This design comes from an exercise in tuning for small area, a short achievable clock period and few clock cycles per item on the open sky130 flow, not from production work. In this exercise RTL edits were held to simulation tests only and were not proved equivalent to the original.

==> flow/design.v <==
`timescale 1ns / 1ps
`default_nettype none
package orma_pkg;
	localparam int WINDOW      = 10;
	localparam int SAMPLE_BITS = 12;
endpackage
`default_nettype wire
`timescale 1ns / 1ps
`default_nettype none
module outlier_rejecting_moving_average_core (
	input  logic        clk,
	input  logic        arst_n,
	input  logic        in_valid,
	output logic        in_ready,
	input  logic [11:0] in_sample,
	output logic        out_valid,
	input  logic        out_ready,
	output logic [11:0] out_filtered,
	output logic        out_held
);
	localparam int WIN = 10;
	localparam int NV  = 12;
	logic en_q;
	logic adv;
	assign adv      = en_q;
	assign in_ready = en_q;
	logic [NV-1:0] v;
	always_ff @(posedge clk or negedge arst_n) begin
		if (!arst_n) begin
			v <= '0;
		end else if (adv) begin
			v <= {v[NV-2:0], in_valid};
		end
	end
	logic [11:0]    h_q [WIN];
	logic [WIN-1:0] hv_q;
	logic [11:0] s0_q, s1_q, s2_q, s3_q, old_q, old_d;
	always_comb begin
		logic [11:0] o;
		logic        ov;
		case ({v[3], v[2], v[1], v[0]})
			4'b0000: begin
				o = h_q[0]; ov = hv_q[0];
			end
			4'b0001, 4'b0010, 4'b0100, 4'b1000: begin
				o = h_q[1]; ov = hv_q[1];
			end
			4'b0011, 4'b0101, 4'b0110, 4'b1001, 4'b1010, 4'b1100: begin
				o = h_q[2]; ov = hv_q[2];
			end
			4'b1111: begin
				o = h_q[4]; ov = hv_q[4];
			end
			default: begin
				o = h_q[3]; ov = hv_q[3];
			end
		endcase
		old_d = ov ? o : 12'd0;
	end
	logic [15:0] sum_q;
	always_ff @(posedge clk or negedge arst_n) begin
		if (!arst_n) begin
			sum_q <= '0;
			hv_q  <= '0;
		end else if (adv) begin
			if (v[0]) begin
				sum_q <= sum_q + {4'd0, s0_q} - {4'd0, old_q};
			end
			if (v[3]) begin
				hv_q <= {1'b1, hv_q[WIN-1:1]};
			end
		end
	end
	function automatic logic [4:0] div10_step(input logic [3:0] r, input logic b);
		case ({r, b})
			5'd0: div10_step = {1'b0, 4'd0};
			5'd1: div10_step = {1'b0, 4'd1};
			5'd2: div10_step = {1'b0, 4'd2};
			5'd3: div10_step = {1'b0, 4'd3};
			5'd4: div10_step = {1'b0, 4'd4};
			5'd5: div10_step = {1'b0, 4'd5};
			5'd6: div10_step = {1'b0, 4'd6};
			5'd7: div10_step = {1'b0, 4'd7};
			5'd8: div10_step = {1'b0, 4'd8};
			5'd9: div10_step = {1'b0, 4'd9};
			5'd10: div10_step = {1'b1, 4'd0};
			5'd11: div10_step = {1'b1, 4'd1};
			5'd12: div10_step = {1'b1, 4'd2};
			5'd13: div10_step = {1'b1, 4'd3};
			5'd14: div10_step = {1'b1, 4'd4};
			5'd15: div10_step = {1'b1, 4'd5};
			5'd16: div10_step = {1'b1, 4'd6};
			5'd17: div10_step = {1'b1, 4'd7};
			5'd18: div10_step = {1'b1, 4'd8};
			5'd19: div10_step = {1'b1, 4'd9};
			default: div10_step = 5'bx;
		endcase
	endfunction
	logic [5:0] ahi_d, ahi_q;
	logic [3:0] ar_d, ar_q;
	logic [5:0] slo_q;
	always_comb begin
		logic [3:0] r;
		logic [4:0] st;
		r = sum_q[15:12];
		for (int k = 11; k >= 6; k--) begin
			st = div10_step(r, sum_q[k]);
			ahi_d[k-6] = st[4];
			r = st[3:0];
		end
		ar_d = r;
	end
	logic [11:0] a_d, a_q;
	logic [8:0]  ad_d, ad_q;
	logic        nz_d, nz_q;
	always_comb begin
		logic [3:0] r;
		logic [4:0] st;
		r = ar_q;
		a_d[11:6] = ahi_q;
		for (int k = 5; k >= 0; k--) begin
			st = div10_step(r, slo_q[k]);
			a_d[k] = st[4];
			r = st[3:0];
		end
		r = {1'b0, a_d[11:9]};
		for (int k = 8; k >= 0; k--) begin
			st = div10_step(r, a_d[k]);
			ad_d[k] = st[4];
			r = st[3:0];
		end
		nz_d = (r != 4'd0);
	end
	logic [12:0] u;
	logic [11:0] l;
	assign u = {1'b0, a_q} + {4'd0, ad_q};
	assign l = a_q - {3'd0, ad_q} - {11'd0, nz_q};
	function automatic logic [1:0] cmp4(input logic [3:0] a, input logic [3:0] b);
		logic lt, gt;
		lt = 1'b0;
		gt = 1'b0;
		for (int i = 0; i < 4; i++) begin
			lt = (~a[i] & b[i]) | (~(a[i] & ~b[i]) & lt);
			gt = (a[i] & ~b[i]) | (~(~a[i] & b[i]) & gt);
		end
		cmp4 = {lt, gt};
	endfunction
	function automatic logic lt16(input logic [15:0] a, input logic [15:0] b);
		logic [1:0] g0, g1, g2, g3;
		logic       c;
		g0 = cmp4(a[3:0], b[3:0]);
		g1 = cmp4(a[7:4], b[7:4]);
		g2 = cmp4(a[11:8], b[11:8]);
		g3 = cmp4(a[15:12], b[15:12]);
		c = g0[1];
		c = g1[1] | (~g1[0] & c);
		c = g2[1] | (~g2[0] & c);
		c = g3[1] | (~g3[0] & c);
		lt16 = c;
	endfunction
	function automatic logic in_band(input logic [11:0] x, input logic [12:0] ub,
			input logic [11:0] lb);
		in_band = lt16({4'd0, x}, {3'd0, ub}) && lt16({4'd0, lb}, {4'd0, x});
	endfunction
	logic [WIN-1:0] f_d, f_q;
	always_comb begin
		for (int i = 0; i < WIN - 1; i++) begin
			f_d[i] = hv_q[i+1] && in_band(h_q[i+1], u, l);
		end
		f_d[WIN-1] = in_band(s3_q, u, l);
	end
	function automatic logic [31:0] csa(input logic [15:0] a, input logic [15:0] b,
			input logic [15:0] c);
		logic [15:0] s, k;
		s = a ^ b ^ c;
		k = (a & b) | (a & c) | (b & c);
		csa = {k[14:0], 1'b0, s};
	endfunction
	logic [15:0] ps_d, pc_d, ps_q, pc_q;
	logic [3:0]  c_d, c5_q;
	always_comb begin
		logic [15:0] m [WIN];
		logic [31:0] a1, a2, a3, b1, b2, c1, d1, e1;
		for (int i = 0; i < WIN; i++) begin
			m[i] = f_q[i] ? {4'd0, h_q[i]} : 16'd0;
		end
		a1 = csa(m[0], m[1], m[2]);
		a2 = csa(m[3], m[4], m[5]);
		a3 = csa(m[6], m[7], m[8]);
		b1 = csa(a1[15:0], a1[31:16], a2[15:0]);
		b2 = csa(a2[31:16], a3[15:0], a3[31:16]);
		c1 = csa(b1[15:0], b1[31:16], b2[15:0]);
		d1 = csa(c1[15:0], c1[31:16], b2[31:16]);
		e1 = csa(d1[15:0], d1[31:16], m[9]);
		ps_d = e1[15:0];
		pc_d = e1[31:16];
		c_d = '0;
		for (int i = 0; i < WIN; i++) begin
			c_d = c_d + 4'(f_q[i]);
		end
	end
	function automatic logic [15:0] div2(input logic [15:0] rd, input logic [3:0] c);
		logic [3:0]  r;
		logic [11:0] d;
		logic [5:0]  t;
		r = rd[15:12];
		d = rd[11:0];
		for (int k = 0; k < 2; k++) begin
			t = {1'b0, r, d[11]} - {2'b0, c};
			if (!t[5]) begin
				r = t[3:0];
				d = {d[10:0], 1'b1};
			end else begin
				r = {r[2:0], d[11]};
				d = {d[10:0], 1'b0};
			end
		end
		div2 = {r, d};
	endfunction
	logic [15:0] t_q;
	logic [3:0]  c6_q;
	logic [15:0] x_q [7:11];
	logic [3:0]  cx_q [7:11];
	logic [15:0] q_last;
	assign q_last = div2(x_q[11], cx_q[11]);
	always_ff @(posedge clk) begin
		if (adv) begin
			s0_q  <= in_sample;
			old_q <= old_d;
			s1_q  <= s0_q;
			s2_q  <= s1_q;
			s3_q  <= s2_q;
			ahi_q <= ahi_d;
			ar_q  <= ar_d;
			slo_q <= sum_q[5:0];
			a_q   <= a_d;
			ad_q  <= ad_d;
			nz_q  <= nz_d;
			f_q   <= f_d;
			ps_q  <= ps_d;
			pc_q  <= pc_d;
			c5_q  <= c_d;
			t_q   <= ps_q + pc_q;
			c6_q  <= c5_q;
			x_q[7]  <= div2(t_q, c6_q);
			cx_q[7] <= c6_q;
			for (int k = 8; k <= 11; k++) begin
				x_q[k]  <= div2(x_q[k-1], cx_q[k-1]);
				cx_q[k] <= cx_q[k-1];
			end
		end
	end
	always_ff @(posedge clk) begin
		if (adv && v[3]) begin
			for (int i = 0; i < WIN - 1; i++) begin
				h_q[i] <= h_q[i+1];
			end
			h_q[WIN-1] <= s3_q;
		end
	end
	logic        sv_q;
	logic [11:0] sf_q;
	logic        sh_q;
	logic [11:0] lastm;
	logic        res_h;
	logic [11:0] res_f;
	logic        inc;
	logic        take;
	logic        sv_d;
	assign lastm = sv_q ? sf_q : out_filtered;
	assign res_h = (cx_q[11] == 4'd0);
	assign res_f = res_h ? lastm : q_last[11:0];
	assign inc   = adv && v[NV-1];
	assign take  = out_valid && out_ready;
	always_comb begin
		sv_d = sv_q;
		if (!out_valid || take) begin
			if (sv_q && !inc) begin
				sv_d = 1'b0;
			end
		end else if (inc) begin
			sv_d = 1'b1;
		end
	end
	always_ff @(posedge clk or negedge arst_n) begin
		if (!arst_n) begin
			out_valid    <= 1'b0;
			out_filtered <= '0;
			out_held     <= 1'b0;
			sv_q         <= 1'b0;
			en_q         <= 1'b1;
		end else begin
			sv_q <= sv_d;
			en_q <= !sv_d;
			if (!out_valid || take) begin
				if (sv_q) begin
					out_valid    <= 1'b1;
					out_filtered <= sf_q;
					out_held     <= sh_q;
				end else if (inc) begin
					out_valid    <= 1'b1;
					out_filtered <= res_f;
					out_held     <= res_h;
				end else begin
					out_valid <= 1'b0;
				end
			end
		end
	end
	always_ff @(posedge clk) begin
		if (inc && (sv_q || (out_valid && !take))) begin
			sf_q <= res_f;
			sh_q <= res_h;
		end
	end
endmodule
`default_nettype wire
==> flow/run.sh <==
#!/bin/bash
# synth_recipe.tcl (not shown) runs the flow's synth.tcl, then flattens the netlist and writes it again
# the make line also repeats each setting of config.mk as NAME=value (left out here)
make -C /OpenROAD-flow-scripts/flow DESIGN_CONFIG=/design/flow/config.mk WORK_HOME=/design/flow/orfs CLKGATE_MAP_FILE= SYNTH_SCRIPT=/design/flow/synth_recipe.tcl finish
==> flow/config.mk <==
export PLATFORM = sky130hd
export DESIGN_NAME = outlier_rejecting_moving_average_core
export DESIGN_NICKNAME = outlier_rejecting_moving_average_core
export VERILOG_FILES = /design/flow/design.v
export SDC_FILE = /design/flow/constraint.sdc
export NUM_CORES = 4
export LEC_CHECK = 0
export CAP_MARGIN = 20
export CORE_MARGIN = 2
export CORE_UTILIZATION = 70
export GPL_TIMING_DRIVEN = 1
export SETUP_SLACK_MARGIN = 4.6
export SLEW_MARGIN = 20
==> flow/constraint.sdc <==
create_clock -name core_clock -period 8.0 [get_ports {clk}]
set_input_delay 1.6000 -clock core_clock [delete_from_list [all_inputs] [get_ports {clk}]]
set_output_delay 1.6000 -clock core_clock [all_outputs]
set_load 0.01 [all_outputs]
==> flow_summary_export.csv, run 1 <==
group,metric,value,unit
floorplan,initial_core_util,0.7129,
placed_design,io_buffers,30,
critical_path,cp-startpoint,"ad_q[0]$_SDFFCE_PP1P_",
yosys,synth_edf_count,393,
yosys,yosysWarnings,5,
route,wl_per_cell,21.67,um
finish,multi_input_area,0.01444,mm2
cts,htreeDepth,2,
run,maxCapViolations,0,
yosys,synthesis.nets,2765,
floorplan,core,0.03883,mm2
critical_path,r2r_slack,3940,ps
yosys,avgSynthCellArea,11.04,um2
critical_path,cp.arrival,4400,ps
placed_design,dp_hpwl,44590,um
critical_path,cpMostUsedCell,"maj3_2",
yosys,async_flop_share,0.1195,
route,drc,0,
cts,cts.sinks,452,
route,routed_wl,69760,um
finish,synthToLayoutAreaGrowth,18.51,%
route,drt_pass1_iterations,9,
yosys,syn_inst,2507,
route,vias,20650,
finish,n_fill_cell,2006,
yosys,ys.flop_type,"edfxtp_1",
timing,final.period_utilization,0.5074,
yosys,ys_ff_latch,452,
finish,drive_above_1_share,0.2344,
timing,slew_viol_final,0,
finish,nets,2919,
timing,final-hold-violation-count,0,
yosys,yosys.area.top_type_share,0.4263,
timing,clock_skew,15.18,ps
timing,setup_viol,0,
global_routing,grt_pass1_vias,20850,
critical_path,crit_family,"adder cells",
finish,ff_latch_area,0.01326,mm2
timing,tightest_slew,1029,ps
critical_path,setup.worst_path.start_class,"register",
cts,path_clk_slew,70,ps
yosys,synthDistinctLibCells,96,
timing,fin_ws,3941,ps
floorplan,fp.dieW,202.9,um
cts,clock_latency,600,ps
timing,relSlewSlack,0.3123,
finish,antenna_cells,0,
placed_design,place_ws,3618,ps
outcome,status,"timing/DRC/antenna clean",
critical_path,reg2reg_depth,17,
floorplan,io_pins,31,
global_routing,grt_usage,0.3352,
timing,rsz0062_at_grt,"yes",
critical_path,required,8340,ps
cts,clockRootBuffer,"clkbuf_16",
timing,fin_crit,4059,ps
yosys,ys_seq_area_frac,0.4788,
critical_path,slowest_stage,"fa_2",
critical_path,cp_num_buf_inv,5,
yosys,syn_area,0.02768,mm2
worst_hold_path,hold_start,"x_q[9][4]$_DFFE_PP_",
floorplan,row_count,72,
route,drtIter0Drc,1824,
timing,fmax,246.4,MHz
critical_path,slowest_delay,660,ps
floorplan,chipHeight,202.9,um
critical_path,path_class,"reg2reg",
route,drt-vias-per-instance,6.414,
timing,finalSetupTns,0,ps
cts,cts_tree,"done",
cts,cts_buffers,48,
critical_path,path_depth,17,
yosys,synth.area.top_cells,"edfxtp_1 (43%), fa_1 (9.0%), ha_1 (5.3%)",
critical_path,critPathMaxFanout,6,
floorplan,die-area,0.04115,mm2
route,ant_nets,0,
yosys,synth_top_area_cell,"edfxtp_1",
critical_path,endpoint,"f_q[1]$_DFFE_PP_",
global_routing,antenna_found_initial,1,
cts,clockBufferDepth,3,
critical_path,regToRegStartpoint,"ad_q[0]$_SDFFCE_PP1P_",
critical_path,crit_chain,"inv_2 > fa_2 > fa_2 > buf_6 > buf_6 > inv_6 > buf_4 > a21oi_2 > nor2_1 > maj3_2 > maj3_2 > maj3_2 > maj3_2 > a21oi_4 > o31ai_2 > o21ai_1 > a22oi_1",
placed_design,place_congestion,0.9211,
global_routing,overflow,0,
critical_path,reg2reg_to,"f_q[1]$_DFFE_PP_",
critical_path,worstSetupEndpointType,"register",
global_routing,grt_pass1_wl,107700,um
yosys,synthTopCellsByCount,"edfxtp_1 (393), inv_1 (267), nand2_1 (223)",
global_routing,grt_max_degree,83,
yosys,synth.most_common_cell,"edfxtp_1",
worst_hold_path,min_path_type,"reg2reg",
[what timing repair did]
item / 4_1_cts / 5_1_grt
gates resized for setup: 190 / 117
gates cloned: 7 / 0
hold endpoints to repair: 0 / 0
setup buffers: 93 / 48
pin swaps: 73 / 96
hold buffers: 0 / 0
setup endpoints to repair: 148 / 144
[area by class of cell]
cell class                 count  share of cell area
multi-input combinational   1689              0.4402
sequential                   452              0.4043
tap                          518             0.01976
timing repair inverter         1           0.0002670
inverter                     271             0.03135
timing repair buffer         198             0.05504
clock buffer                  57             0.04020
clock inverter                33            0.008887
[registers in the layout, summed over array words and instances (netlist names), 14 cells and up, named ones only]
| name | count |
|---|---|
| cx_q | 20 |
| ps_q | 15 |
| x_q | 80 |
| pc_q | 14 |
| sum_q | 16 |
| t_q | 16 |
| h_q | 120 |
[worst min-delay path by stage]
stage,cells after the start,to
floorplan,0,ad_q[8]$_DFFE_PP_
global placement,0,ad_q[8]$_DFFE_PP_
detailed placement,0,s3_q[3]$_DFFE_PP_
CTS,0,x_q[10][6]$_DFFE_PP_
global route,0,x_q[11][10]$_DFFE_PP_
finish,0,x_q[10][6]$_DFFE_PP_
[layer usage]
layer / part of all wire / up-vias / track usage
met5: 0 / - / 0
met4: 0.046 / 0 / 0.1439
met3: 0.072 / 240 / 0.05281
met2: 0.52 / 954 / 0.5981
met1: 0.36 / 10170 / 0.4053
li1: - / 9279 / -
[through the flow]
stage	hold WS (ps)	area (um2)	utilization	instances
floorplan	385.5	28110	-	2507
global placement	387.5	28770	0.7409	2981
detailed placement	404.5	28770	0.7409	2981
CTS	417.2	32000	0.8241	3171
global route	421.2	32800	0.8448	3219
finish	413.6	32800	0.8448	3219
[cells by family (layout without fill, tap and decap cells)]
| group | Yosys count | in the layout | share of synthesized area |
|---|---|---|---|
| simple gates | 660 | 660 | 0.1166 |
| mux | 70 | 70 | 0.02662 |
| flops | 452 | 452 | 0.4788 |
| compound gates | 587 | 588 | 0.1394 |
| xor+xnor | 63 | 66 | 0.02048 |
| fa+ha+maj | 305 | 305 | 0.1665 |
| buf+inv | 370 | 560 | 0.05153 |
[cells in the final DEF (no fill, tap or decap), types with 29 or more instances in the layout]
master     synthesis  layout
a21oi_1          122     100
a31oi_1           37      31
and2_1           110      62
and2_4             0      47
buf_4              1     132
clkbuf_16          0      51
dfrtp_1           53      52
edfxtp_1         393     393
fa_1             124      86
fa_2               0      38
ha_1             118     105
inv_1            267     232
inv_2              2      36
maj3_2            16      37
mux2_2            29      29
mux2i_1           41      41
nand2_1          223     213
nor2_1           140     132
nor3_1            36      32
o21ai_0          155     127
xnor2_1           42      38
Testbench counts, summed over its fixed seeds: cycles 8,104, items 8,000.
==> run 2, diff against run 1 <==
--- a/flow/config.mk
+++ b/flow/config.mk
@@ -8,6 +8,6 @@
 export CAP_MARGIN = 20
 export CORE_MARGIN = 2
-export CORE_UTILIZATION = 70
+export CORE_UTILIZATION = 60
 export GPL_TIMING_DRIVEN = 1
-export SETUP_SLACK_MARGIN = 4.6
+export SETUP_SLACK_MARGIN = 4.0
 export SLEW_MARGIN = 20
==> flow_summary_export.csv, run 2 <==
group,metric,value,unit
outcome,status,"timing/DRC/antenna clean",
yosys,synth.most_common_cell,"edfxtp_1",
critical_path,critPathMaxFanout,8,
placed_design,place_ws,3411,ps
finish,reg_top3,"h_q x120, x_q x80, cx_q x20",
yosys,async_flop_share,0.1195,
cts,path_clk_slew,60,ps
yosys,ys_ff_latch,452,
finish,largest_register_ffs,120,
floorplan,chipHeight,218.8,um
route,drtIter0Drc,1678,
route,wl_per_cell,20.66,um
yosys,synth_edf_count,393,
cts,cts_tree,"done",
global_routing,grt_pass1_vias,18490,
critical_path,setup.worst_path.start_class,"register",
critical_path,worstSetupEndpointType,"register",
route,routed_wl,65950,um
route,drt_pass1_iterations,6,
global_routing,antenna_found_initial,0,
timing,final-hold-violation-count,0,
yosys,ys.flop_type,"edfxtp_1",
critical_path,path_class,"reg2reg",
cts,postCtsHoldBufs,0,
yosys,synthTopCellsByCount,"edfxtp_1 (393), inv_1 (267), nand2_1 (223)",
floorplan,row_count,78,
finish,multi_input_area,0.01349,mm2
route,wirelength_met1,28300,um
cts,clock_latency,610,ps
critical_path,slowest_stage,"fa_2",
critical_path,cp_num_buf_inv,2,
floorplan,fp.dieW,218.8,um
placed_design,place_congestion,0.8920,
finish,final_core_utilization,0.6821,
global_routing,overflow,0,
global_routing,grt_pass1_wl,103000,um
cts,cts.sinks,452,
global_routing,grt_usage,0.2779,
critical_path,slowest_delay,630,ps
timing,tightest_slew,1026,ps
finish,nets,2809,
finish,n_fill_cell,3416,
timing,finalSetupTns,0,ps
critical_path,crit_family,"adder cells",
finish,final_cell_mix,"edfxtp_1 (393), inv_1 (261), nand2_1 (220)",
finish,synthToLayoutAreaGrowth,12.07,%
worst_hold_path,min_path_type,"reg2reg",
timing,final.period_utilization,0.5087,
yosys,yosysWarnings,5,
timing,slew_viol_final,0,
yosys,syn_inst,2507,
timing,hold-worst-slack,403.4,ps
timing,clock_skew,27.44,ps
yosys,ys_seq_area_frac,0.4788,
floorplan,initial_core_util,0.6086,
route,wl_met2,32000,um
route,drc,0,
placed_design,io_buffers,30,
finish,antenna_cells,0,
route,vias,19150,
run,maxCapViolations,0,
finish,largest_register,"h_q",
finish,drive_above_1_share,0.1142,
yosys,syn_area,0.02768,mm2
critical_path,cp.arrival,4420,ps
route,highest_layer,"met4",
cts,clockRootBuffer,"clkbuf_16",
yosys,synth.area.top_cells,"edfxtp_1 (43%), fa_1 (9.0%), ha_1 (5.3%)",
yosys,synth_top_area_cell,"edfxtp_1",
finish,final_common_cell,"edfxtp_1",
placed_design,dp_hpwl,46510,um
timing,relSlewSlack,0.3111,
cts,cts_buffers,50,
finish,fin_cells,3192,
critical_path,required,8350,ps
critical_path,crit_chain,"fa_2 > fa_2 > clkinv_4 > buf_4 > a31oi_1 > nor3_1 > a221oi_1 > nor2_1 > a2111oi_0 > nor3_1 > maj3_1 > maj3_2 > a211oi_2 > nor4_2",
route,routed-wl-met3,3752,um
timing,setup_viol,0,
floorplan,die-area,0.04787,mm2
cts,clockBufferDepth,3,
route,ant_nets,0,
global_routing,grt_max_degree,169,
yosys,yosys.area.top_type_share,0.4263,
floorplan,io_pins,31,
timing,rsz0062_at_grt,"yes",
cts,htreeDepth,2,
yosys,synthDistinctLibCells,96,
route,drt-vias-per-instance,5.998,
placed_design,dp_cells,3063,
yosys,avgSynthCellArea,11.04,um2
floorplan,core,0.04548,mm2
timing,fin_ws,3930,ps
timing,fin_crit,4070,ps
timing,fmax,245.7,MHz
yosys,synthesis.nets,2765,
finish,ff_latch_area,0.01326,mm2
-- run 2: cell counts after synthesis --
No cell type changed its count.
-- run 2: what timing repair did --
action,in CTS,in global routing
buffers inserted,14,17
setup endpoints to repair,26,44
pin swaps,5,28
resized for setup,33,70
cloned,1,3
-- run 2: path summary, 6_finish.rpt --
check                      slack [ps]                           to          startpoint  cells past startpoint
max                              3930             f_q[9]$_DFFE_PP_    a_q[0]$_DFFE_PP_                     14
min                               400            ad_q[8]$_DFFE_PP_  ad_d[8]$_SDFF_PN0_                      0
max reg2reg                      3930             f_q[9]$_DFFE_PP_    a_q[0]$_DFFE_PP_                     14
min reg2reg                       400            ad_q[8]$_DFFE_PP_  ad_d[8]$_SDFF_PN0_                      0
max in group asynchronous        6340  out_filtered[4]$_DFFE_PN0P_              arst_n                      2
min in group asynchronous        1140  out_filtered[8]$_DFFE_PN0P_              arst_n                      2
-- run 2: logic make-up (layout without fill, tap and decap cells) --
logic type / after synthesis / count (layout) / share of synthesized area
muxes: 70 / 70 / 0.02662
adders and majority gates: 305 / 305 / 0.1665
buffers and inverters: 370 / 453 / 0.05153
and+or+nand+nor: 660 / 660 / 0.1166
DFF: 452 / 452 / 0.4788
xor gates and xnor gates: 63 / 65 / 0.02048
AOI/OAI and AO/OA: 587 / 587 / 0.1394
-- run 2: layout make-up --
cell class	instances	share of cell area
Multi-Input combinational cell	1687	0.4347
Sequential cell	452	0.4274
Clock buffer	59	0.04207
Inverter	271	0.03331
Timing Repair Buffer	88	0.02529
Tap cell	600	0.02420
Clock inverter	34	0.01283
Timing Repair inverter	1	0.0002017
-- run 2: per-layer routing --
| metal | GRT usage | up-vias |
|---|---|---|
| met2 | 0.4635 | 650 |
| met4 | 0.08131 | 0 |
| met5 | 0 | - |
| met1 | 0.3833 | 9319 |
| li1 | - | 9077 |
| met3 | 0.03756 | 99 |
-- run 2: per-stage QoR --
step	cell area (um2)
2_1_floorplan	27700
5_1_grt	31020
3_3_place_gp	28570
6_report	31020
4_1_cts	30570
3_5_place_dp	28570
==> run 3, diff against run 2 <==
--- a/flow/design.v
+++ b/flow/design.v
@@ -20,9 +20,9 @@
 );
 	localparam int WIN = 10;
-	localparam int NV  = 12;
-	logic en_q;
+	localparam int NV  = 13;
+	logic en_q, rdy_q;
 	logic adv;
 	assign adv      = en_q;
-	assign in_ready = en_q;
+	assign in_ready = rdy_q;
 	logic [NV-1:0] v;
 	always_ff @(posedge clk or negedge arst_n) begin
@@ -35,26 +35,16 @@
 	logic [11:0]    h_q [WIN];
 	logic [WIN-1:0] hv_q;
-	logic [11:0] s0_q, s1_q, s2_q, s3_q, old_q, old_d;
+	logic [11:0] s0_q, s1_q, s2_q, s3_q, s4_q, old_q, old_d;
 	always_comb begin
-		logic [11:0] o;
-		logic        ov;
-		case ({v[3], v[2], v[1], v[0]})
-			4'b0000: begin
-				o = h_q[0]; ov = hv_q[0];
-			end
-			4'b0001, 4'b0010, 4'b0100, 4'b1000: begin
-				o = h_q[1]; ov = hv_q[1];
-			end
-			4'b0011, 4'b0101, 4'b0110, 4'b1001, 4'b1010, 4'b1100: begin
-				o = h_q[2]; ov = hv_q[2];
-			end
-			4'b1111: begin
-				o = h_q[4]; ov = hv_q[4];
-			end
-			default: begin
-				o = h_q[3]; ov = hv_q[3];
-			end
+		logic [2:0] n;
+		n = 3'(v[0]) + 3'(v[1]) + 3'(v[2]) + 3'(v[3]) + 3'(v[4]);
+		case (n)
+			3'd0:    old_d = hv_q[0] ? h_q[0] : 12'd0;
+			3'd1:    old_d = hv_q[1] ? h_q[1] : 12'd0;
+			3'd2:    old_d = hv_q[2] ? h_q[2] : 12'd0;
+			3'd3:    old_d = hv_q[3] ? h_q[3] : 12'd0;
+			3'd4:    old_d = hv_q[4] ? h_q[4] : 12'd0;
+			default: old_d = hv_q[5] ? h_q[5] : 12'd0;
 		endcase
-		old_d = ov ? o : 12'd0;
 	end
 	logic [15:0] sum_q;
@@ -67,5 +57,5 @@
 				sum_q <= sum_q + {4'd0, s0_q} - {4'd0, old_q};
 			end
-			if (v[3]) begin
+			if (v[4]) begin
 				hv_q <= {1'b1, hv_q[WIN-1:1]};
 			end
@@ -132,8 +122,6 @@
 		nz_d = (r != 4'd0);
 	end
-	logic [12:0] u;
-	logic [11:0] l;
-	assign u = {1'b0, a_q} + {4'd0, ad_q};
-	assign l = a_q - {3'd0, ad_q} - {11'd0, nz_q};
+	logic [12:0] u_q;
+	logic [11:0] l_q;
 	function automatic logic [1:0] cmp4(input logic [3:0] a, input logic [3:0] b);
 		logic lt, gt;
@@ -166,7 +154,7 @@
 	always_comb begin
 		for (int i = 0; i < WIN - 1; i++) begin
-			f_d[i] = hv_q[i+1] && in_band(h_q[i+1], u, l);
+			f_d[i] = hv_q[i+1] && in_band(h_q[i+1], u_q, l_q);
 		end
-		f_d[WIN-1] = in_band(s3_q, u, l);
+		f_d[WIN-1] = in_band(s4_q, u_q, l_q);
 	end
 	function automatic logic [31:0] csa(input logic [15:0] a, input logic [15:0] b,
@@ -178,5 +166,5 @@
 	endfunction
 	logic [15:0] ps_d, pc_d, ps_q, pc_q;
-	logic [3:0]  c_d, c5_q;
+	logic [3:0]  c_d, c6_q;
 	always_comb begin
 		logic [15:0] m [WIN];
@@ -219,9 +207,9 @@
 	endfunction
 	logic [15:0] t_q;
-	logic [3:0]  c6_q;
-	logic [15:0] x_q [7:11];
-	logic [3:0]  cx_q [7:11];
+	logic [3:0]  c7_q;
+	logic [15:0] x_q [8:12];
+	logic [3:0]  cx_q [8:12];
 	logic [15:0] q_last;
-	assign q_last = div2(x_q[11], cx_q[11]);
+	assign q_last = div2(x_q[12], cx_q[12]);
 	always_ff @(posedge clk) begin
 		if (adv) begin
@@ -231,4 +219,5 @@
 			s2_q  <= s1_q;
 			s3_q  <= s2_q;
+			s4_q  <= s3_q;
 			ahi_q <= ahi_d;
 			ar_q  <= ar_d;
@@ -237,13 +226,15 @@
 			ad_q  <= ad_d;
 			nz_q  <= nz_d;
+			u_q   <= {1'b0, a_q} + {4'd0, ad_q};
+			l_q   <= a_q - {3'd0, ad_q} - {11'd0, nz_q};
 			f_q   <= f_d;
 			ps_q  <= ps_d;
 			pc_q  <= pc_d;
-			c5_q  <= c_d;
+			c6_q  <= c_d;
 			t_q   <= ps_q + pc_q;
-			c6_q  <= c5_q;
-			x_q[7]  <= div2(t_q, c6_q);
-			cx_q[7] <= c6_q;
-			for (int k = 8; k <= 11; k++) begin
+			c7_q  <= c6_q;
+			x_q[8]  <= div2(t_q, c7_q);
+			cx_q[8] <= c7_q;
+			for (int k = 9; k <= 12; k++) begin
 				x_q[k]  <= div2(x_q[k-1], cx_q[k-1]);
 				cx_q[k] <= cx_q[k-1];
@@ -252,9 +243,9 @@
 	end
 	always_ff @(posedge clk) begin
-		if (adv && v[3]) begin
+		if (adv && v[4]) begin
 			for (int i = 0; i < WIN - 1; i++) begin
 				h_q[i] <= h_q[i+1];
 			end
-			h_q[WIN-1] <= s3_q;
+			h_q[WIN-1] <= s4_q;
 		end
 	end
@@ -269,5 +260,5 @@
 	logic        sv_d;
 	assign lastm = sv_q ? sf_q : out_filtered;
-	assign res_h = (cx_q[11] == 4'd0);
+	assign res_h = (cx_q[12] == 4'd0);
 	assign res_f = res_h ? lastm : q_last[11:0];
 	assign inc   = adv && v[NV-1];
@@ -290,7 +281,9 @@
 			sv_q         <= 1'b0;
 			en_q         <= 1'b1;
+			rdy_q        <= 1'b1;
 		end else begin
 			sv_q <= sv_d;
 			en_q <= !sv_d;
+			rdy_q <= !sv_d;
 			if (!out_valid || take) begin
 				if (sv_q) begin
==> flow_summary_export.csv, run 3 <==
group,metric,value,unit
outcome,status,"timing/DRC/antenna clean",
timing,hold-worst-slack,403.5,ps
critical_path,cpMostUsedCell,"fa_1",
timing,rsz0062_at_grt,"no",
cts,postCtsHoldBufs,0,
yosys,ys.flop_type,"edfxtp_1",
yosys,synthDistinctLibCells,83,
timing,relSlewSlack,0.2947,
floorplan,die-area,0.04970,mm2
floorplan,row_count,80,
yosys,synthesis.nets,2804,
finish,nets,2821,
critical_path,cp.arrival,4230,ps
critical_path,slowest_delay,570,ps
route,drtIter0Drc,1664,
global_routing,grt_pass1_wl,108400,um
yosys,ys_seq_area_frac,0.5003,
timing,fmax,257.0,MHz
timing,fin_crit,3891,ps
yosys,async_flop_share,0.1122,
finish,drive_above_1_share,0.07104,
worst_hold_path,holdPathStages,0,
route,routed_wl,70020,um
finish,largest_register,"h_q",
floorplan,core,0.04755,mm2
timing,final.period_utilization,0.4864,
cts,cts.sinks,490,
route,vias,19610,
cts,cts_buffers,53,
finish,n_fill_cell,3582,
finish,final_cell_mix,"edfxtp_1 (430), inv_1 (329), a21oi_1 (158)",
finish,largest_register_ffs,120,
global_routing,antenna_found_initial,2,
global_routing,use_met1,0.3459,
floorplan,fp.dieW,222.9,um
yosys,ys_ff_latch,490,
timing,setup_viol,0,
placed_design,place_ws,3917,ps
placed_design,dp_hpwl,50710,um
yosys,yosys.area.top_type_share,0.4489,
global_routing,grt_pass1_vias,19760,
yosys,synthTopCellsByCount,"edfxtp_1 (430), inv_1 (330), a21oi_1 (160)",
placed_design,io_buffers,30,
critical_path,slowest_stage,"edfxtp_1",
timing,tightest_slew,1054,ps
cts,path_clk_slew,70,ps
critical_path,required,8340,ps
yosys,synth_edf_count,430,
critical_path,reg2reg_depth,9,
floorplan,initial_core_util,0.6049,
critical_path,crit_chain,"clkinvlp_2 > nor2_1 > fa_1 > fa_1 > inv_1 > fa_1 > inv_1 > fa_1 > fa_1",
yosys,syn_area,0.02876,mm2
critical_path,worstSetupEndpointType,"register",
cts,cts_tree,"done",
yosys,synth.most_common_cell,"edfxtp_1",
critical_path,path_class,"reg2reg",
global_routing,use_met2,0.5026,
finish,final_common_cell,"edfxtp_1",
global_routing,grt.met3_usage,0.03977,
cts,htreeDepth,2,
global_routing,top_usage_layer,"met2",
timing,slew_viol_final,0,
finish,fin_cells,3220,
timing,final-hold-violation-count,0,
timing,finalSetupTns,0,ps
route,drc,0,
yosys,synth.area.top_cells,"edfxtp_1 (45%), fa_1 (8.8%), ha_1 (5.2%)",
yosys,yosysWarnings,5,
timing,clock_skew,19.46,ps
critical_path,cp_num_buf_inv,3,
critical_path,critPathMaxFanout,5,
global_routing,grt_usage,0.2836,
finish,synthToLayoutAreaGrowth,9.470,%
global_routing,overflow,0,
route,drt_pass1_iterations,9,
floorplan,io_pins,31,
critical_path,setup.worst_path.start_class,"register",
timing,fin_ws,4109,ps
floorplan,chipHeight,222.9,um
yosys,synth_top_area_cell,"edfxtp_1",
critical_path,path_depth,9,
route,wl_per_cell,21.75,um
yosys,avgSynthCellArea,11.31,um2
finish,final_core_utilization,0.6622,
placed_design,place_congestion,0.9196,
yosys,syn_inst,2543,
placed_design,dp_cells,3114,
global_routing,grt_max_degree,151,
route,drt-vias-per-instance,6.089,
cts,clock_latency,610,ps
finish,reg_top3,"h_q x120, x_q x80, cx_q x20",
cts,clockBufferDepth,3,
cts,clockRootBuffer,"clkbuf_16",
route,ant_nets,0,
run,maxCapViolations,0,
critical_path,crit_family,"adder cells",
worst_hold_path,min_path_type,"reg2reg",
==> run 3: stage by stage <==
stage | cell area (um2)
finish | 31490
global route | 31480
floorplan | 28770
CTS | 31420
detailed placement | 29620
global placement | 29620
==> run 3: worst paths after layout <==
kind                                    start                           to  slack (ps)
hold / removal             ad_d[8]$_SDFF_PN0_            ad_q[8]$_DFFE_PP_         400
min in group asynchronous              arst_n  out_filtered[2]$_DFFE_PN0P_        1140
setup / recovery             f_q[6]$_DFFE_PP_            ps_q[6]$_DFFE_PP_        4110
max in group asynchronous              arst_n         sum_q[3]$_DFFE_PN0P_        6210
setup reg to reg             f_q[6]$_DFFE_PP_            ps_q[6]$_DFFE_PP_        4110
hold reg to reg            ad_d[8]$_SDFF_PN0_            ad_q[8]$_DFFE_PP_         400
==> run 3: repair_timing <==
| item | CTS | global route |
|---|---|---|
| setup buffers | 1 | 4 |
| gates cloned | 0 | 1 |
| setup endpoints to repair | 10 | 29 |
| gates resized for setup | 2 | 7 |
==> run 3: logic make-up (layout without fill, tap and decap cells) <==
logic type | Yosys count | in the layout | synth area share
flip-flops | 490 | 490 | 0.5003
other | 0 | 1 | 0
multiplexers | 68 | 68 | 0.02497
XOR/XNOR | 68 | 68 | 0.02071
buffers and inverters | 428 | 489 | 0.05655
adder cells (fa/ha/maj) | 329 | 329 | 0.1692
AND/OR/NAND/NOR | 547 | 547 | 0.09157
AO/OA/AOI/OAI | 613 | 613 | 0.1367
==> run 3: cell type report <==
class                   count  area, um2  share of cell area
multi-input cells        1625      12800              0.4066
clock inverters            34      309.0            0.009815
repair inverters            1      5.005           0.0001590
diodes                      1      2.502          0.00007948
well taps                 615      769.5             0.02444
flip-flops and latches    490      14390              0.4571
clock buffers              65       1475             0.04685
repair buffers             48      442.9             0.01407
inverters                 341       1287             0.04089
==> run 3: layer usage <==
layer / share of wire / wire length, um
met1: 0.39 / 27430
met4: 0.045 / 3143
met5: 0.00024 / 17
met3: 0.053 / 3745
met2: 0.51 / 35680
Testbench counts of run 3, summed over its fixed seeds: cycles 8,112, items 8,000.
==> run 4, diff against run 3 <==
--- a/flow/config.mk
+++ b/flow/config.mk
@@ -10,4 +10,4 @@
 export CORE_UTILIZATION = 60
 export GPL_TIMING_DRIVEN = 1
-export SETUP_SLACK_MARGIN = 4.0
+export SETUP_SLACK_MARGIN = 4.8
 export SLEW_MARGIN = 20
==> flow_summary_export.csv, run 4 <==
group,metric,value,unit
critical_path,worstSetupEndpointType,"register",
placed_design,dp_hpwl,52050,um
route,ant_nets,0,
yosys,synthTopCellsByCount,"edfxtp_1 (430), inv_1 (330), a21oi_1 (160)",
timing,fin_crit,3654,ps
cts,path_clk_slew,60,ps
global_routing,overflow,0,
floorplan,initial_core_util,0.6049,
timing,tightest_slew,1010,ps
global_routing,grt_pass1_wl,113100,um
timing,fmax,273.7,MHz
yosys,synthDistinctLibCells,83,
floorplan,core,0.04755,mm2
finish,synthToLayoutAreaGrowth,16.46,%
yosys,ys_ff_latch,490,
timing,setup_viol,0,
yosys,ys.flop_type,"edfxtp_1",
route,drc,0,
finish,largest_register,"h_q",
placed_design,io_buffers,30,
placed_design,place_congestion,0.9342,
finish,nets,2970,
finish,ff_latch_area,0.01441,mm2
yosys,synthesis.nets,2804,
yosys,ys_seq_area_frac,0.5003,
cts,clockRootBuffer,"clkbuf_16",
critical_path,setup.worst_path.start_class,"register",
cts,cts_buffers,52,
timing,rsz0062_at_grt,"yes",
yosys,yosysWarnings,5,
cts,clockBufferDepth,3,
yosys,async_flop_share,0.1122,
timing,final-hold-violation-count,0,
finish,fin_cells,3365,
timing,hold-worst-slack,407.6,ps
route,vias,20460,
timing,fin_ws,4346,ps
yosys,syn_inst,2543,
finish,drive_above_1_share,0.1949,
cts,cts.sinks,490,
route,drt-vias-per-instance,6.081,
finish,final_cell_mix,"edfxtp_1 (430), inv_1 (295), a21oi_1 (147)",
global_routing,grt_usage,0.2985,
timing,finalSetupTns,0,ps
placed_design,dp_cells,3112,
route,wl_per_cell,22.48,um
yosys,synth_top_area_cell,"edfxtp_1",
floorplan,fp.dieW,222.9,um
cts,cts_tree,"done",
global_routing,antenna_found_initial,1,
global_routing,grt_pass1_vias,19610,
outcome,status,"timing/DRC/antenna clean",
finish,reg_top3,"h_q x120, x_q x80, cx_q x20",
timing,clock_skew,16.12,ps
critical_path,critPathMaxFanout,5,
timing,slew_viol_final,0,
cts,htreeDepth,2,
critical_path,path_class,"reg2reg",
yosys,avgSynthCellArea,11.31,um2
global_routing,grt_max_degree,170,
finish,final_common_cell,"edfxtp_1",
route,routed_wl,75630,um
finish,antenna_cells,0,
floorplan,io_pins,31,
yosys,synth_edf_count,430,
yosys,synth.most_common_cell,"edfxtp_1",
finish,n_fill_cell,3347,
finish,multi_input_area,0.01370,mm2
floorplan,chipHeight,222.9,um
timing,final.period_utilization,0.4568,
placed_design,place_ws,4210,ps
critical_path,required,8330,ps
yosys,yosys.area.top_type_share,0.4489,
worst_hold_path,min_path_type,"reg2reg",
finish,largest_register_ffs,120,
cts,clock_latency,600,ps
floorplan,row_count,80,
floorplan,die-area,0.04970,mm2
yosys,synth.area.top_cells,"edfxtp_1 (45%), fa_1 (8.8%), ha_1 (5.2%)",
route,drtIter0Drc,1889,
timing,relSlewSlack,0.3242,
yosys,syn_area,0.02876,mm2
route,drt_pass1_iterations,7,
run,maxCapViolations,0,
critical_path,cp.arrival,3980,ps
==> run 4: layout make-up <==
class                   instances  area share
flip-flops and latches        490      0.4301
clock buffers                  74     0.04255
repair buffers                198     0.05162
inverters                     341     0.03937
multi-input cells            1625      0.4089
clock inverters                21    0.004258
repair inverters                1   0.0001868
well taps                     615     0.02297
==> run 4: per-layer routing <==
layer	GRT usage	up-vias	wire [um]
li1	-	9403	-
met1	0.3869	10110	30150
met2	0.5108	785	37810
met3	0.04570	163	4775
met4	0.1124	2	2879
met5	0	-	13
==> run 4: cells by family after synthesis <==
| group | after synthesis | synth area share |
|---|---|---|
| AOI/OAI and AO/OA | 613 | 0.1367 |
| and+or+nand+nor | 547 | 0.09157 |
| DFF | 490 | 0.5003 |
| buffers and inverters | 428 | 0.05655 |
| adders and majority gates | 329 | 0.1692 |
| xor gates and xnor gates | 68 | 0.02071 |
| muxes | 68 | 0.02497 |
==> run 4: metrics by stage <==
step / area [um2] / utilization
global route: 33500 / 0.7045
detailed placement: 29810 / 0.6270
finish: 33500 / 0.7045
CTS: 32280 / 0.6790
global placement: 29810 / 0.6270
floorplan: 29070 / -
==> run 4: critical path: stages, from the launching register on <==
cell	delay, ps
edfxtp_1	530
clkinv_4	170
buf_6	120
nor2_4	30
fa_1	500
inv_1	50
fa_1	490
inv_2	40
fa_1	450
fa_1	550
fa_2	440
==> run 4: repair_timing <==
action,CTS,global route
hold buffers,0,0
resized for setup,88,177
cloned,0,1
pin swaps,18,103
setup endpoints to repair,157,148
setup buffers,71,86
==> run 4: worst paths after layout <==
kind / startpoint / endpoint / slack (ps) / depth (start not counted)
max reg2reg: f_q[6]$_DFFE_PP_ / ps_q[11]$_DFFE_PP_ / 4350 / 10
max: f_q[6]$_DFFE_PP_ / ps_q[11]$_DFFE_PP_ / 4350 / 10
min: ad_d[8]$_SDFF_PN0_ / ad_q[8]$_DFFE_PP_ / 410 / 0
max in group asynchronous: arst_n / sum_q[9]$_DFFE_PN0P_ / 6200 / 2
min reg2reg: ad_d[8]$_SDFF_PN0_ / ad_q[8]$_DFFE_PP_ / 410 / 0
min in group asynchronous: arst_n / out_filtered[0]$_DFFE_PN0P_ / 1170 / 2
==> run 5, diff against run 4 <==
--- a/flow/config.mk
+++ b/flow/config.mk
@@ -10,4 +10,4 @@
 export CORE_UTILIZATION = 60
 export GPL_TIMING_DRIVEN = 1
-export SETUP_SLACK_MARGIN = 4.8
+export SETUP_SLACK_MARGIN = 4.4
 export SLEW_MARGIN = 20
==> flow_summary_export.csv, run 5 <==
group,metric,value,unit
route,vias,19820,
yosys,synthesis.nets,2804,
route,highest_layer,"met5",
cts,cts.sinks,490,
route,wirelength_met1,27670,um
placed_design,io_buffers,30,
global_routing,grt_pass1_vias,19750,
finish,synthToLayoutAreaGrowth,11.61,%
finish,drive_above_1_share,0.1117,
finish,nets,2866,
route,drtIter0Drc,1788,
yosys,synth.most_common_cell,"edfxtp_1",
placed_design,dp_hpwl,51220,um
cts,path_clk_slew,60,ps
timing,rsz0062_at_grt,"yes",
timing,tightest_slew,1136,ps
finish,reg_top3,"h_q x120, x_q x80, cx_q x20",
timing,fmax,274.9,MHz
route,ant_nets,0,
yosys,ys_ff_latch,490,
route,drt-vias-per-instance,6.073,
placed_design,place_ws,4007,ps
cts,postCtsHoldBufs,0,
placed_design,place_congestion,0.9366,
yosys,avgSynthCellArea,11.31,um2
global_routing,grt_pass1_wl,109200,um
floorplan,core,0.04755,mm2
route,drc,0,
cts,clockRootBuffer,"clkbuf_16",
global_routing,grt_usage,0.2881,
critical_path,slowest_stage,"fa_1",
yosys,ys_seq_area_frac,0.5003,
yosys,synthTopCellsByCount,"edfxtp_1 (430), inv_1 (330), a21oi_1 (160)",
timing,final.period_utilization,0.4548,
critical_path,slowest_delay,560,ps
critical_path,crit_chain,"and2_1 > fa_1 > inv_1 > fa_1 > fa_1 > inv_1 > fa_1 > fa_2",
yosys,async_flop_share,0.1122,
yosys,synth.area.top_cells,"edfxtp_1 (45%), fa_1 (8.8%), ha_1 (5.2%)",
cts,clock_latency,620,ps
yosys,yosysWarnings,5,
yosys,yosys.area.top_type_share,0.4489,
yosys,synthDistinctLibCells,83,
finish,final_common_cell,"edfxtp_1",
finish,antenna_cells,0,
timing,slew_viol_final,0,
timing,fin_crit,3638,ps
critical_path,cp.arrival,3970,ps
floorplan,row_count,80,
route,wl_per_cell,21.93,um
route,routed_wl,71570,um
global_routing,antenna_found_initial,2,
cts,clockBufferDepth,3,
critical_path,endpoint,"ps_q[10]$_DFFE_PP_",
route,drt_pass1_iterations,6,
critical_path,critPathMaxFanout,5,
finish,largest_register_ffs,120,
cts,cts_buffers,53,
timing,fin_ws,4362,ps
floorplan,die-area,0.04970,mm2
floorplan,io_pins,31,
run,maxCapViolations,0,
finish,largest_register,"h_q",
floorplan,initial_core_util,0.6049,
critical_path,setup.worst_path.start_class,"register",
critical_path,path_class,"reg2reg",
cts,cts_tree,"done",
timing,final-hold-violation-count,0,
critical_path,path_depth,8,
critical_path,crit_family,"adder cells",
critical_path,required,8330,ps
yosys,synth_top_area_cell,"edfxtp_1",
global_routing,grt_max_degree,91,
finish,final_cell_mix,"edfxtp_1 (430), inv_1 (315), a21oi_1 (157)",
route,wl_met2,36410,um
finish,final_core_utilization,0.6752,
critical_path,r2r_slack,4360,ps
yosys,synth_edf_count,430,
critical_path,worstSetupEndpointType,"register",
floorplan,fp.dieW,222.9,um
yosys,ys.flop_type,"edfxtp_1",
global_routing,overflow,0,
cts,htreeDepth,2,
critical_path,cp_num_buf_inv,2,
yosys,syn_area,0.02876,mm2
yosys,syn_inst,2543,
critical_path,cp-startpoint,"f_q[3]$_DFFE_PP_",
timing,relSlewSlack,0.2398,
critical_path,regToRegStartpoint,"f_q[3]$_DFFE_PP_",
timing,finalSetupTns,0,ps
worst_hold_path,min_path_type,"reg2reg",
outcome,status,"timing/DRC/antenna clean",
timing,clock_skew,36.30,ps
critical_path,reg2reg_to,"ps_q[10]$_DFFE_PP_",
route,routed-wl-met3,4091,um
critical_path,reg2reg_depth,8,
floorplan,chipHeight,222.9,um
critical_path,cpMostUsedCell,"fa_1",
timing,setup_viol,0,
run 5: cell count changes in the layout (fill, tap and decap cells not counted), moves of 12 or more:
cell     delta
and2_1     +23
o21ai_0    +32
inv_2      -16
fa_2       -12
buf_4      -88
o21ai_1    -24
inv_1      +20
maj3_2     -16
and2_4     -23
fa_1       +12
maj3_1     +16
run 5: area by class of cell:
type                    count  area (um2)
clock buffers              71        1499
clock inverters            28       299.0
fillers                  3560       15440
inverters                 341        1301
multi-input cells        1625       13000
flip-flops and latches    490       14400
well taps                 615       769.5
repair buffers             93       825.8
repair inverters            1       8.758
run 5: worst min path at each step:
stage | slack (ps) | end | start | depth (start not counted)
floorplan | 390 | ad_q[8]$_DFFE_PP_ | ad_d[8]$_SDFF_PN0_ | 0
global placement | 390 | ad_q[8]$_DFFE_PP_ | ad_d[8]$_SDFF_PN0_ | 0
detailed placement | 400 | ad_q[8]$_DFFE_PP_ | ad_d[8]$_SDFF_PN0_ | 0
CTS | 410 | ad_q[8]$_DFFE_PP_ | ad_d[8]$_SDFF_PN0_ | 0
global route | 420 | ad_q[8]$_DFFE_PP_ | ad_d[8]$_SDFF_PN0_ | 0
finish | 410 | ad_q[8]$_DFFE_PP_ | ad_d[8]$_SDFF_PN0_ | 0
run 5: metrics by stage:
step	hold WS (ps)	cells	instance area, um2
after floorplan	385.5	2543	28800
after CTS	410.5	3246	31760
after detailed placement	396.7	3113	29620
after global routing	421.4	3264	32100
final	406.7	3264	32100
after global placement	386.7	3112	29600
run 5: worst reg2reg max path: stages, from the launching register on:
cell and delay (ps):
edfxtp_1 480, and2_1 230, fa_1 540, inv_1 50
fa_1 510, fa_1 560, inv_1 60, fa_1 520
fa_2 420
run 5: cells by family (layout without fill, tap and decap cells):
group | Yosys count | after routing | share of synthesized area
AOI/OAI and AO/OA | 613 | 613 | 0.1367
xor gates and xnor gates | 68 | 68 | 0.02071
adders and majority gates | 329 | 329 | 0.1692
buffers and inverters | 428 | 534 | 0.05655
DFF | 490 | 490 | 0.5003
muxes | 68 | 68 | 0.02497
and+or+nand+nor | 547 | 547 | 0.09157
run 5: what timing repair did:
item                                   in CTS  in global routing
pin swaps                                  26                 39
endpoints found under the hold margin       0                  0
cloned                                      1                  0
buffers inserted                           33                 18
setup endpoints to repair                  46                 57
resized for setup                          31                 78
run 5: layer usage:
| layer | up-vias | global-route usage |
|---|---|---|
| li1 | 9189 | - |
| met1 | 9726 | 0.3517 |
| met2 | 711 | 0.5086 |
| met3 | 191 | 0.04228 |
| met4 | 4 | 0.1299 |
| met5 | - | 0 |
==> run 6, diff against run 5 <==
--- a/flow/config.mk
+++ b/flow/config.mk
@@ -9,4 +9,5 @@
 export CORE_MARGIN = 2
 export CORE_UTILIZATION = 60
+export CTS_BUF_LIST = sky130_fd_sc_hd__clkbuf_4 sky130_fd_sc_hd__clkbuf_8
 export GPL_TIMING_DRIVEN = 1
 export SETUP_SLACK_MARGIN = 4.4
==> flow_summary_export.csv, run 6 <==
group,metric,value,unit
route,wirelength_met1,28650,um
yosys,yosysWarnings,5,
finish,final_common_cell,"edfxtp_1",
finish,multi_input_area,0.01303,mm2
route,drc,0,
yosys,ys_ff_latch,490,
timing,clock_skew,29.64,ps
yosys,synthTopCellsByCount,"edfxtp_1 (430), inv_1 (330), a21oi_1 (160)",
critical_path,cp.arrival,4080,ps
cts,clockRootBuffer,"clkbuf_8",
finish,n_fill_cell,3566,
finish,nets,2907,
route,wl_met2,36630,um
critical_path,setup.worst_path.start_class,"register",
route,vias,20010,
finish,synthToLayoutAreaGrowth,12.15,%
floorplan,die-area,0.04970,mm2
yosys,synth_edf_count,430,
global_routing,overflow,0,
critical_path,required,8420,ps
yosys,avgSynthCellArea,11.31,um2
route,drt-vias-per-instance,6.002,
cts,path_clk_slew,60,ps
outcome,status,"timing/DRC/antenna clean",
critical_path,path_class,"reg2reg",
finish,antenna_cells,0,
finish,final_core_utilization,0.6785,
finish,reg_top3,"h_q x120, x_q x80, cx_q x20",
placed_design,placed_cell_area,0.02962,mm2
finish,ff_latch_area,0.01440,mm2
global_routing,antenna_found_initial,1,
cts,htreeDepth,3,
global_routing,grt_usage,0.2918,
route,highest_layer,"met5",
cts,cts.sinks,490,
global_routing,grt_pass1_vias,19990,
timing,relSlewSlack,0.2352,
global_routing,grt_max_degree,91,
cts,cts_buffers,85,
route,drt_pass1_iterations,5,
yosys,syn_area,0.02876,mm2
timing,finalSetupTns,0,ps
yosys,syn_inst,2543,
timing,slew_viol_final,0,
timing,final-hold-violation-count,0,
floorplan,io_pins,31,
timing,tightest_slew,1143,ps
placed_design,dp_hpwl,51220,um
yosys,synth_top_area_cell,"edfxtp_1",
timing,final.period_utilization,0.4584,
worst_hold_path,min_path_type,"reg2reg",
critical_path,critPathMaxFanout,5,
finish,largest_register_ffs,120,
finish,largest_register,"h_q",
yosys,synthDistinctLibCells,83,
cts,postCtsHoldBufs,0,
route,ant_nets,0,
global_routing,grt_pass1_wl,110400,um
run,maxCapViolations,0,
finish,fin_area,0.03226,mm2
placed_design,place_congestion,0.9366,
timing,fin_crit,3667,ps
yosys,synth.area.top_cells,"edfxtp_1 (45%), fa_1 (8.8%), ha_1 (5.2%)",
placed_design,io_buffers,30,
floorplan,chipHeight,222.9,um
yosys,yosys.area.top_type_share,0.4489,
yosys,synth.most_common_cell,"edfxtp_1",
route,wl_per_cell,21.68,um
timing,setup_viol,0,
yosys,ys_seq_area_frac,0.5003,
cts,clock_latency,690,ps
yosys,synthesis.nets,2804,
cts,clockBufferDepth,3,
floorplan,row_count,80,
route,routed-wl-met3,3431,um
floorplan,fp.dieW,222.9,um
yosys,async_flop_share,0.1122,
timing,rsz0062_at_grt,"yes",
finish,final_cell_mix,"edfxtp_1 (430), inv_1 (310), a21oi_1 (157)",
floorplan,initial_core_util,0.6049,
timing,fmax,272.7,MHz
cts,cts_tree,"done",
floorplan,core,0.04755,mm2
yosys,ys.flop_type,"edfxtp_1",
route,drtIter0Drc,1826,
finish,drive_above_1_share,0.1387,
route,routed_wl,72290,um
critical_path,worstSetupEndpointType,"register",
-- run 6: area by class of cell --
type                       count  share of cell area
sequential                   490              0.4463
multi-input combinational   1625              0.4039
clock buffer                 127             0.04876
inverter                     341             0.04049
timing repair buffer         102             0.02738
tap                          615             0.02385
clock inverter                33            0.008805
timing repair inverter         1           0.0005042
-- run 6: worst max-delay path, stage by stage (launching register included) --
cell      delay [ps]
edfxtp_1         460
buf_4            150
buf_4            110
nand2_2           60
fa_1             520
fa_1             580
inv_2             60
fa_1             550
fa_1             450
fa_2             460
-- run 6: cells by family (layout without fill, tap and decap cells) --
logic type / count (synthesis) / after routing / synth area share
fa+ha+maj: 329 / 329 / 0.1692
compound gates: 613 / 613 / 0.1367
flops: 490 / 490 / 0.5003
buf+inv: 428 / 604 / 0.05655
mux: 68 / 68 / 0.02497
xor+xnor: 68 / 68 / 0.02071
simple gates: 547 / 547 / 0.09157
-- run 6: timing repair --
item	CTS	global route
setup buffers	34	26
setup endpoints to repair	46	57
cloned	1	0
gates resized for setup	36	84
pin swaps	32	39
-- run 6: layer usage --
metal,GRT usage,vias up
met1,0.3540,9867
met4,0.1388,2
met2,0.5117,643
li1,-,9288
met3,0.04596,211
met5,0,-
-- run 6: metrics by stage --
| stage | hold WS (ps) | setup WS [ps] | cells |
|---|---|---|---|
| floorplan | 385.5 | 3448 | 2543 |
| global placement | 386.7 | 4097 | 3112 |
| detailed placement | 396.7 | 4007 | 3113 |
| CTS | 409.2 | 4308 | 3308 |
| global route | 415.1 | 4301 | 3334 |
| finish | 406.1 | 4333 | 3334 |
-- run 6: path summary, 6_finish.rpt --
kind	start	to	slack, ps	cells past startpoint
max in group asynchronous	arst_n	sum_q[3]$_DFFE_PN0P_	6270	2
worst max-delay path	f_q[3]$_DFFE_PP_	ps_q[11]$_DFFE_PP_	4330	9
min in group asynchronous	arst_n	out_filtered[4]$_DFFE_PN0P_	1100	2
worst max register to register	f_q[3]$_DFFE_PP_	ps_q[11]$_DFFE_PP_	4330	9
worst min-delay path	ad_d[8]$_SDFF_PN0_	ad_q[8]$_DFFE_PP_	410	0
worst min register to register	ad_d[8]$_SDFF_PN0_	ad_q[8]$_DFFE_PP_	410	0
==> run 7, diff against run 6 <==
--- a/flow/config.mk
+++ b/flow/config.mk
@@ -9,5 +9,6 @@
 export CORE_MARGIN = 2
 export CORE_UTILIZATION = 60
-export CTS_BUF_LIST = sky130_fd_sc_hd__clkbuf_4 sky130_fd_sc_hd__clkbuf_8
+export CTS_CLUSTER_DIAMETER = 80
+export CTS_CLUSTER_SIZE = 40
 export GPL_TIMING_DRIVEN = 1
 export SETUP_SLACK_MARGIN = 4.4
==> flow_summary_export.csv, run 7 <==
group,metric,value,unit
global_routing,antenna_found_initial,0,
timing,finalSetupTns,0,ps
critical_path,reg2reg_to,"ps_q[9]$_DFFE_PP_",
yosys,syn_area,0.02876,mm2
cts,cts_tree,"done",
finish,reg_top3,"h_q x120, x_q x80, cx_q x20",
finish,multi_input_area,0.01302,mm2
global_routing,overflow,0,
route,drt-vias-per-instance,6.075,
critical_path,regToRegStartpoint,"h_q[8][9]$_DFFE_PP_",
timing,tightest_slew,1140,ps
route,vias,19580,
global_routing,grt_pass1_wl,107900,um
placed_design,place_congestion,0.9366,
yosys,syn_inst,2543,
finish,fin_area,0.03152,mm2
global_routing,grt_pass1_vias,19290,
route,drtIter0Drc,1841,
cts,cts_buffers,30,
yosys,synth_top_family_by_area,"adder cells",
yosys,avgSynthCellArea,11.31,um2
timing,final-hold-violation-count,0,
yosys,ys_seq_area_frac,0.5003,
yosys,async_flop_share,0.1122,
critical_path,cp.arrival,4010,ps
critical_path,setup.worst_path.start_class,"register",
yosys,synth_top_area_cell,"edfxtp_1",
placed_design,dp_hpwl,51220,um
critical_path,critPathMaxFanout,5,
outcome,status,"timing/DRC/antenna clean",
worst_hold_path,hold_start,"x_q[9][8]$_DFFE_PP_",
yosys,synth.area.top_cells,"edfxtp_1 (45%), fa_1 (8.8%), ha_1 (5.2%)",
yosys,ys_ff_latch,490,
timing,clock_skew,37.60,ps
cts,path_clk_slew,110,ps
floorplan,chipHeight,222.9,um
cts,postCtsHoldBufs,0,
finish,largest_register_ffs,120,
yosys,synthDistinctLibCells,83,
cts,cts.sinks,490,
finish,largest_register,"h_q",
finish,drive_above_1_share,0.1020,
cts,htreeDepth,1,
worst_hold_path,holdPathStages,0,
route,drt_pass1_iterations,9,
yosys,synth_xor_xnor_area_share,0.02071,
timing,rsz0062_at_grt,"yes",
worst_hold_path,whs_endpoint,"x_q[10][10]$_DFFE_PP_",
yosys,synth-adder-area-share,0.1692,
critical_path,reg2reg_depth,8,
timing,relSlewSlack,0.2364,
critical_path,required,8380,ps
floorplan,die-area,0.04970,mm2
cts,clock_latency,630,ps
yosys,synthTopCellsByCount,"edfxtp_1 (430), inv_1 (330), a21oi_1 (160)",
floorplan,io_pins,31,
timing,fin_crit,3630,ps
yosys,synth.most_common_cell,"edfxtp_1",
yosys,synthesis.nets,2804,
finish,ff_latch_area,0.01440,mm2
yosys,synth_edf_count,430,
finish,nets,2845,
yosys,yosys.area.top_type_share,0.4489,
route,wl_per_cell,21.91,um
timing,final.period_utilization,0.4538,
critical_path,path_class,"reg2reg",
timing,setup_viol,0,
yosys,yosysWarnings,5,
finish,n_fill_cell,3591,
timing,slew_viol_final,0,
placed_design,placed_cell_area,0.02962,mm2
placed_design,io_buffers,30,
yosys,synth-simple-area-share,0.09157,
route,drc,0,
route,ant_nets,0,
finish,antenna_cells,0,
finish,final_cell_mix,"edfxtp_1 (430), inv_1 (312), a21oi_1 (156)",
worst_hold_path,min_path_type,"reg2reg",
floorplan,initial_core_util,0.6049,
yosys,synthMuxAreaShare,0.02497,
cts,clockBufferDepth,3,
critical_path,r2r_slack,4370,ps
global_routing,grt_usage,0.2832,
cts,clockRootBuffer,"clkbuf_16",
global_routing,grt_max_degree,91,
floorplan,core,0.04755,mm2
yosys,synth_compound_area_frac,0.1367,
critical_path,worstSetupEndpointType,"register",
run,maxCapViolations,0,
yosys,ys.flop_type,"edfxtp_1",
finish,final_common_cell,"edfxtp_1",
timing,fmax,275.5,MHz
finish,synthToLayoutAreaGrowth,9.596,%
route,routed_wl,70620,um
floorplan,row_count,80,
floorplan,fp.dieW,222.9,um
## run 7: cell count changes in the layout (fill, tap and decap cells not counted), moves of 6 or more
cell / change
clkbuf_8: -99
fa_2: -6
clkinv_2: -8
clkbuf_4: -28
fa_1: +6
buf_4: -6
clkinv_1: -10
inv_16: +7
clkbuf_16: +32
## run 7: what timing repair did
| action | in CTS | in global routing |
|---|---|---|
| endpoints found under the hold margin | 0 | 0 |
| resized for setup | 29 | 77 |
| endpoints found under the setup margin | 47 | 56 |
| gates cloned | 1 | 0 |
| setup buffers | 34 | 19 |
| pin swaps | 26 | 37 |
## run 7: cell families (layout without fill, tap and decap cells)
group,after synthesis,count (layout)
AO/OA/AOI/OAI,613,613
XOR/XNOR,68,68
adder cells (fa/ha/maj),329,329
buffers and inverters,428,493
flip-flops,490,490
multiplexers,68,68
AND/OR/NAND/NOR,547,547
## run 7: final cells by class
type,instances,area share
multi-input combinational,1625,0.4130
clock buffer,33,0.02552
inverter,341,0.04140
clock inverter,23,0.01223
tap,615,0.02441
timing repair inverter,1,0.0002778
sequential,490,0.4567
timing repair buffer,95,0.02643
## run 7: layer usage
| layer | routed length, um | GRT usage | vias to the layer above |
|---|---|---|---|
| li1 | - | - | 9135 |
| met1 | 27650 | 0.3530 | 9608 |
| met2 | 36000 | 0.5071 | 658 |
| met3 | 3698 | 0.02674 | 180 |
| met4 | 3271 | 0.1186 | 0 |
| met5 | 0 | 0 | - |
## run 7: worst max-delay path by stage
stage / from / endpoint / cells past startpoint
after CTS: f_q[0]$_DFFE_PP_ / ps_q[7]$_DFFE_PP_ / 9
after detailed placement: cx_q[11][1]$_DFFE_PP_ / x_q[12][14]$_DFFE_PP_ / 15
final: h_q[8][9]$_DFFE_PP_ / ps_q[9]$_DFFE_PP_ / 8
after global placement: cx_q[11][1]$_DFFE_PP_ / x_q[12][14]$_DFFE_PP_ / 15
after floorplan: en_q$_DFF_PN1_ / h_q[0][0]$_DFFE_PP_ / 3
after global routing: h_q[8][9]$_DFFE_PP_ / ps_q[9]$_DFFE_PP_ / 8
## run 7: critical path, stage by stage (launching register included)
cell and delay [ps]:
edfxtp_1 550, and2_4 230, fa_1 530, inv_1 50
fa_1 470, fa_1 570, inv_2 40, fa_2 550
fa_1 400
## run 7: metrics by stage
step	hold WS, ps	util	worst slack [ps]	std cells
CTS	419.1	0.6554	4346	3204
floorplan	385.5	-	3448	2543
detailed placement	396.7	0.6229	4007	3113
global route	425.5	0.6630	4304	3223
global placement	386.7	0.6226	4097	3112
finish	414.8	0.6630	4370	3223

separate check: timing with driven ports:
In the flow no input, the clock included, has a driving cell. The finished layouts below were timed again as built, in two steps.
Step 1, drivers: a clkbuf_16 drives clk and a buf_2 each remaining input, both assumed.
Step 2 adds t to the input delays and takes it off the output delays; t is the mean of the earliest and latest rising clock arrival at the registers after step 1. Input paths then give back, and output paths get back, about the clock's delay inside the block.
a / b / c = ideal / step 1 / step 2; a / b = the first two.
run | shift t [ns] | slack for setup (ns) | worst hold slack (ns) | worst setup path at the end | worst register clock-pin slew, ns
run 1 | 0.647 | 3.941 / 3.941 / 3.941 | 0.414 / 0.414 / 0.414 | register to register | 0.07 / 0.07
run 2 | 0.652 | 3.930 / 3.930 / 3.930 | 0.403 / 0.403 / 0.403 | register to register | 0.07 / 0.07
run 3 | 0.663 | 4.109 / 4.109 / 4.109 | 0.403 / 0.403 / 0.403 | register to register | 0.07 / 0.07
run 4 | 0.655 | 4.346 / 4.346 / 4.346 | 0.408 / 0.408 / 0.408 | register to register | 0.06 / 0.06
run 5 | 0.662 | 4.362 / 4.362 / 4.362 | 0.407 / 0.407 / 0.407 | register to register | 0.07 / 0.07
run 6 | 0.727 | 4.333 / 4.333 / 4.333 | 0.406 / 0.406 / 0.406 | register to register | 0.07 / 0.07
run 7 | 0.675 | 4.370 / 4.370 / 4.370 | 0.415 / 0.415 / 0.415 | register to register | 0.12 / 0.12
After both steps every run listed still meets setup and hold.
